Source: an optimization exercise on an open RTL-to-GDS flow (aim: small area, a short achievable clock period and few clock cycles per item). Production flows keep margins and buffers that such runs may drop.
In this exercise RTL edits were held to simulation tests only and were not proved equivalent to the original.

## sawtooth_tone_fir_generator
module sawtooth_tone_fir_generator #(
  parameter int TAPS       = stfir_pkg::TAPS_DEF,
  parameter int BLINK_HALF = stfir_pkg::BLINK_HALF_DEF
) (
  input  logic                                 clk,
  input  logic                                 rst_n,
  input  logic                                 cfg_we,
  input  logic [stfir_pkg::CFG_IDX_W-1:0]      cfg_index,
  input  logic [stfir_pkg::CFG_DATA_W-1:0]     cfg_wdata,
  input  logic                                 in_valid,
  output logic                                 in_stall,
  input  logic                                 in_slot_tick,
  output logic                                 out_valid,
  input  logic                                 out_stall,
  output logic signed [stfir_pkg::SAMPLE_W-1:0] out_sample_out,
  output logic                                 out_led_on
);
  localparam int CNT_W = $clog2(2 * BLINK_HALF);
  localparam logic [CNT_W:0] HALF_C = (CNT_W + 1)'(BLINK_HALF);
  localparam logic [CNT_W:0] FULL_C = (CNT_W + 1)'(2 * BLINK_HALF);
  localparam int PW = 22;
  localparam int EW = PW + 1;
  function automatic logic [23:0] booth_of(input logic [AMP_W-1:0] v);
    logic [16:0] x;
    logic [7:0]  one, two, neg;
    x = {1'b0, v, 1'b0};
    for (int j = 0; j < 8; j++) begin
      one[j] = x[2*j+1] ^ x[2*j];
      two[j] = (x[2*j+2] & ~x[2*j+1] & ~x[2*j]) | (~x[2*j+2] & x[2*j+1] & x[2*j]);
      neg[j] = x[2*j+2];
    end
    booth_of = {neg, two, one};
  endfunction
  logic [STEP_W-1:0] step_r;
  logic [23:0]       bth_r;
  logic signed [PW-1:0] p3_r, pnn_r, pn_r, ph_r, h2_r, h3_r, h4_r, h5_r, h6_r, h7_r;
  logic [2:0]        lead_r;   
  logic [2:0]        lead_q;   
  logic              rc1_r, rc2_r, rc3_r;
  logic signed [EW-1:0] e0_r, e1_r, e2_r, e3_r;
  logic signed [EW+1:0] e1x3_r;
  logic              ve_r, va_r, vb_r, vc_r;
  logic [ACC_W-1:0]  sa_r, ca_r;
  logic signed [ACC_W-1:0] acc_r;
  logic [51:0]       sc_r, cc_r;
  logic signed [SAMPLE_W-1:0] f0_r, f1_r;
  logic              fv0_r, fv1_r;
  logic              upd_r;
  ...
For scale: ~5700 cells after synthesis, about 48 I/O pins, roughly 54000 µm² of cells after synthesis.
Settings: LEC_CHECK=0, ABC_CLOCK_PERIOD_IN_PS=3500, CAP_MARGIN=20, CORE_MARGIN=2, CORE_UTILIZATION=65, SETUP_SLACK_MARGIN=5, SLEW_MARGIN=20; clock period 8.5 ns.
standard.sh (not shown) runs the stock make flow with config.mk's settings and CLKGATE_MAP_FILE= SYNTH_SCRIPT=/design/flow/synth_recipe.tcl, a recipe that flattens the netlist after the stock synthesis.
==> flow/flow/run.sh <==
#!/bin/bash
# Standard layout, with one netlist clean-up between synthesis and floorplan:
# flow/fixinv.py removes inverters around full-adder cells (see its header).
# Each tool's output goes to a log file of its own in this folder.
set -euo pipefail
R=orfs/results/${FLOW_PLATFORM}/sawtooth_tone_fir_generator/base
bash standard.sh synth > flow_synth.log 2>&1
cp "$R/1_2_yosys.v" yosys_before_fixinv.v
python3 flow/fixinv.py "$R/1_2_yosys.v" > flow_fixinv.log 2>&1
rm -f "$R/1_synth.odb" "$R/1_synth.sdc"
bash standard.sh finish > flow_finish.log 2>&1
Other scripts of this flow, unchanged in this note and not shown: flow/flow/fixinv.py
The starting point finished clean.
Testbench counts at the start, summed over its fixed seeds: cycles 8,031, items 8,000.
Next try:
- ABC_AREA: not set -> 1
- ABC_CLOCK_PERIOD_IN_PS: 3500 -> not set
- CAP_MARGIN: 20 -> 5
- CORE_UTILIZATION: 65 -> 50
- HOLD_SLACK_MARGIN: not set -> 0
- SLEW_MARGIN: 20 -> 5
Effect: Hold slack gets better by 0.032 ns. Clock skew increases by 0.0083 ns. Via count increases by 9.9%. Wire length grows by 20%. Utilization goes down by 18 points. Synthesized area grows by 1.5%. Cell area rose by 0.91%.
Next try:
- CAP_MARGIN: 5 -> 20
- HOLD_SLACK_MARGIN: 0 -> not set
- SLEW_MARGIN: 5 -> 20
The new run completed without violations.
Routed wire length does not change.
Via count is unchanged.
Non-clock buffer count does not change.
Final area stays the same.
Setup slack stays the same.
Die area stays the same.
Area after synthesis is unchanged.
Core utilization stays the same.

========
sawtooth_tone_fir_generator, a different RTL version from the one above (not shown whole).
Size in the first run: about 6800 cells after synthesis, roughly 48 I/O pins, roughly 52000 um2 of cells after synthesis.
make LEC_CHECK=0 CAP_MARGIN=20 CORE_MARGIN=2 CORE_UTILIZATION=40 SLEW_MARGIN=20 finish   # period 8.5 ns
run.sh (not shown) runs the stock make flow with config.mk's settings and CLKGATE_MAP_FILE= SYNTH_SCRIPT=/design/flow/synth_recipe.tcl, a recipe that flattens the netlist after the stock synthesis.
Stock flow here: none of the scripts above is used.
Testbench counts at the start, summed over its fixed seeds: cycles 8,015, items 8,000.
Edit:
- SETUP_SLACK_MARGIN: unset -> 3.5
After rerunning:
- cell count increases by about 4%
- cell area increases by about 13%
- via count increases by about 10%
- setup slack improves by 1100 ps
- count of clock-buffer cells in the layout increases by 12
- maximum frequency increases by 19%
- clock skew increases by 3.0 ps
- sequential cell count stays the same
- die area is unchanged
- synthesized area stays the same

========
RTL: one of the versions met above, not the one the previous note started from.
## sawtooth_tone_fir_generator
module sawtooth_tone_fir_generator #(
  parameter int TAPS       = stfir_pkg::TAPS_DEF,
  parameter int BLINK_HALF = stfir_pkg::BLINK_HALF_DEF
) (
  input  logic                                 clk,
  input  logic                                 rst_n,
  input  logic                                 cfg_we,
  input  logic [stfir_pkg::CFG_IDX_W-1:0]      cfg_index,
  input  logic [stfir_pkg::CFG_DATA_W-1:0]     cfg_wdata,
  input  logic                                 in_valid,
  output logic                                 in_stall,
  input  logic                                 in_slot_tick,
  output logic                                 out_valid,
  input  logic                                 out_stall,
  output logic signed [stfir_pkg::SAMPLE_W-1:0] out_sample_out,
  output logic                                 out_led_on
);
  localparam int CNT_W = $clog2(2 * BLINK_HALF);
  localparam logic [CNT_W:0] HALF_C = (CNT_W + 1)'(BLINK_HALF);
  localparam logic [CNT_W:0] FULL_C = (CNT_W + 1)'(2 * BLINK_HALF);
  localparam int PW = 22;
  localparam int EW = PW + 1;
  function automatic logic [23:0] booth_of(input logic [AMP_W-1:0] v);
    logic [16:0] x;
    logic [7:0]  one, two, neg;
    x = {1'b0, v, 1'b0};
    for (int j = 0; j < 8; j++) begin
      one[j] = x[2*j+1] ^ x[2*j];
      two[j] = (x[2*j+2] & ~x[2*j+1] & ~x[2*j]) | (~x[2*j+2] & x[2*j+1] & x[2*j]);
      neg[j] = x[2*j+2];
    end
    booth_of = {neg, two, one};
  endfunction
  logic [STEP_W-1:0] step_r;
  logic [23:0]       bth_r;
  logic signed [PW-1:0] p3_r, pnn_r, pn_r, ph_r, h2_r, h3_r, h4_r, h5_r, h6_r, h7_r;
  logic [2:0]        lead_r;   
  logic [2:0]        lead_q;   
  logic              rc1_r, rc2_r, rc3_r;
  logic signed [EW-1:0] e0_r, e1_r, e2_r, e3_r;
  logic signed [EW+1:0] e1x3_r;
  logic              ve_r, va_r, vb_r, vc_r;
  logic [ACC_W-1:0]  sa_r, ca_r;
  logic signed [ACC_W-1:0] acc_r;
  logic [51:0]       sc_r, cc_r;
  logic signed [SAMPLE_W-1:0] f0_r, f1_r;
  logic              fv0_r, fv1_r;
  logic              upd_r;
  logic signed [SAMPLE_W-1:0] held_r;
  logic [CNT_W-1:0]  slot_cnt_r;
  logic              led_r;
  logic              out_valid_r, out_led_r, skid_valid_r, skid_led_r;
  logic signed [SAMPLE_W-1:0] out_sample_r, skid_sample_r;
  logic              in_take, tick, odd_tick, pop, step_we, amp_we, flush, issue;
  ...
clock: 8.5 ns
lec_check: 0
abc_clock_period_in_ps: 3500
cap_margin: 20
core_margin: 2
core_utilization: 50
setup_slack_margin: 4.5
slew_margin: 20
standard.sh (not shown) runs the stock make flow with config.mk's settings and CLKGATE_MAP_FILE= SYNTH_SCRIPT=/design/flow/synth_recipe.tcl, a recipe that flattens the netlist after the stock synthesis.
Scripts as last shown in full above: flow/flow/run.sh
Other scripts of this flow, unchanged in this note and not shown: flow/flow/fixinv.py
Testbench counts at the start, summed over its fixed seeds: cycles 8,031, items 8,000.
Edit:
ABC_CLOCK_PERIOD_IN_PS = 2000   (was 3500)
SETUP_SLACK_MARGIN = 5   (was 4.5)
Outcome: The changed run went through all stages and came out clean. Worst hold slack gets better by 0.0058 ns. Global-route usage went up by 0.59 points. Final cell count went up slightly. Non-clock buffer count went up by 121. Die area is unchanged.
Edit:
ABC_CLOCK_PERIOD_IN_PS = 3500   (was 2000)
Effect:
- The new run went through all stages and came out clean
- die area is unchanged
- clock-buffer cell count stays the same
- register-to-register slack is about the same
- via count does not change
- cell area stays the same
- non-clock buffer count does not change
- sequential share of layout area stays the same
- clock skew does not change

========
sawtooth_tone_fir_generator, a different RTL version from the one above (not shown whole).
Size: roughly 48 I/O pins, ~54000 sq um of cells after synthesis.
clock: 8.5 ns
lec_check: 0
abc_area: 1
cap_margin: 20
core_margin: 2
core_utilization: 50
setup_slack_margin: 5
slew_margin: 20
Scripts as last shown in full above: flow/flow/run.sh
Other scripts of this flow, unchanged in this note and not shown: flow/flow/fixinv.py
Testbench counts at the start, summed over its fixed seeds: cycles 8,031, items 8,000.
Edit:
Settings changed: ABC_AREA 1 to unset, ABC_CLOCK_PERIOD_IN_PS set to 3500.
What happened: The changed run passed the timing, DRC and antenna checks; sequential cell count does not change; sequential share of layout area went up by 0.53 points; via count went down by 12%; setup slack degrades by 330 ps; non-clock buffer count went down by 27; design area went down by 1.9%; routed wire length went down by 16%; worst hold slack degrades by 14 ps; clock skew went down by 12 ps.

## static timing again, ports no longer ideal
Ports are ideal in the flow. The routed layouts listed here were re-timed in OpenROAD. Step 1 sets driving cells, clkbuf_16 on the clock port and buf_2 on the other inputs (assumed; they add their load-dependent delay and slew). Step 2 moves the port delays by t, midway between the first and last clock arrival at a register: inputs arrive t later, outputs are due t later. That takes back most of the time a late clock gives input paths. a / b / c = no drivers / after step 1 / after step 2; a / b = the first two.
run	t (ns)	setup WS [ns]	latest minus earliest clock arrival (ns)	cell pins on the clock port's net
the first run of note 1	0.704	4.938 / 4.938 / 4.512	0.030 / 0.029	1
the second run of note 1	0.741	5.032 / 5.032 / 4.472	0.037 / 0.038	1
the third run of note 1	0.741	5.032 / 5.032 / 4.472	0.037 / 0.038	1
the first run of note 2	0.672	1.532 / 1.532 / 1.532	0.041 / 0.041	1
the second run of note 2	0.679	2.657 / 2.657 / 2.657	0.043 / 0.043	1
the first run of note 3	0.750	4.584 / 4.584 / 4.035	0.025 / 0.025	1
the second run of note 3	0.729	4.923 / 4.923 / 4.352	0.029 / 0.028	1
the third run of note 3	0.729	4.923 / 4.923 / 4.352	0.029 / 0.028	1
the first run of note 4	0.739	5.037 / 4.979 / 4.345	0.052 / 0.052	1
the second run of note 4	0.724	4.707 / 4.707 / 4.433	0.039 / 0.038	1
After both steps setup and hold are still met in every run listed. For the first run of note 4, which loses most, drivers alone change the setup slack by -0.058 ns; drivers and shift together by -0.692 ns.
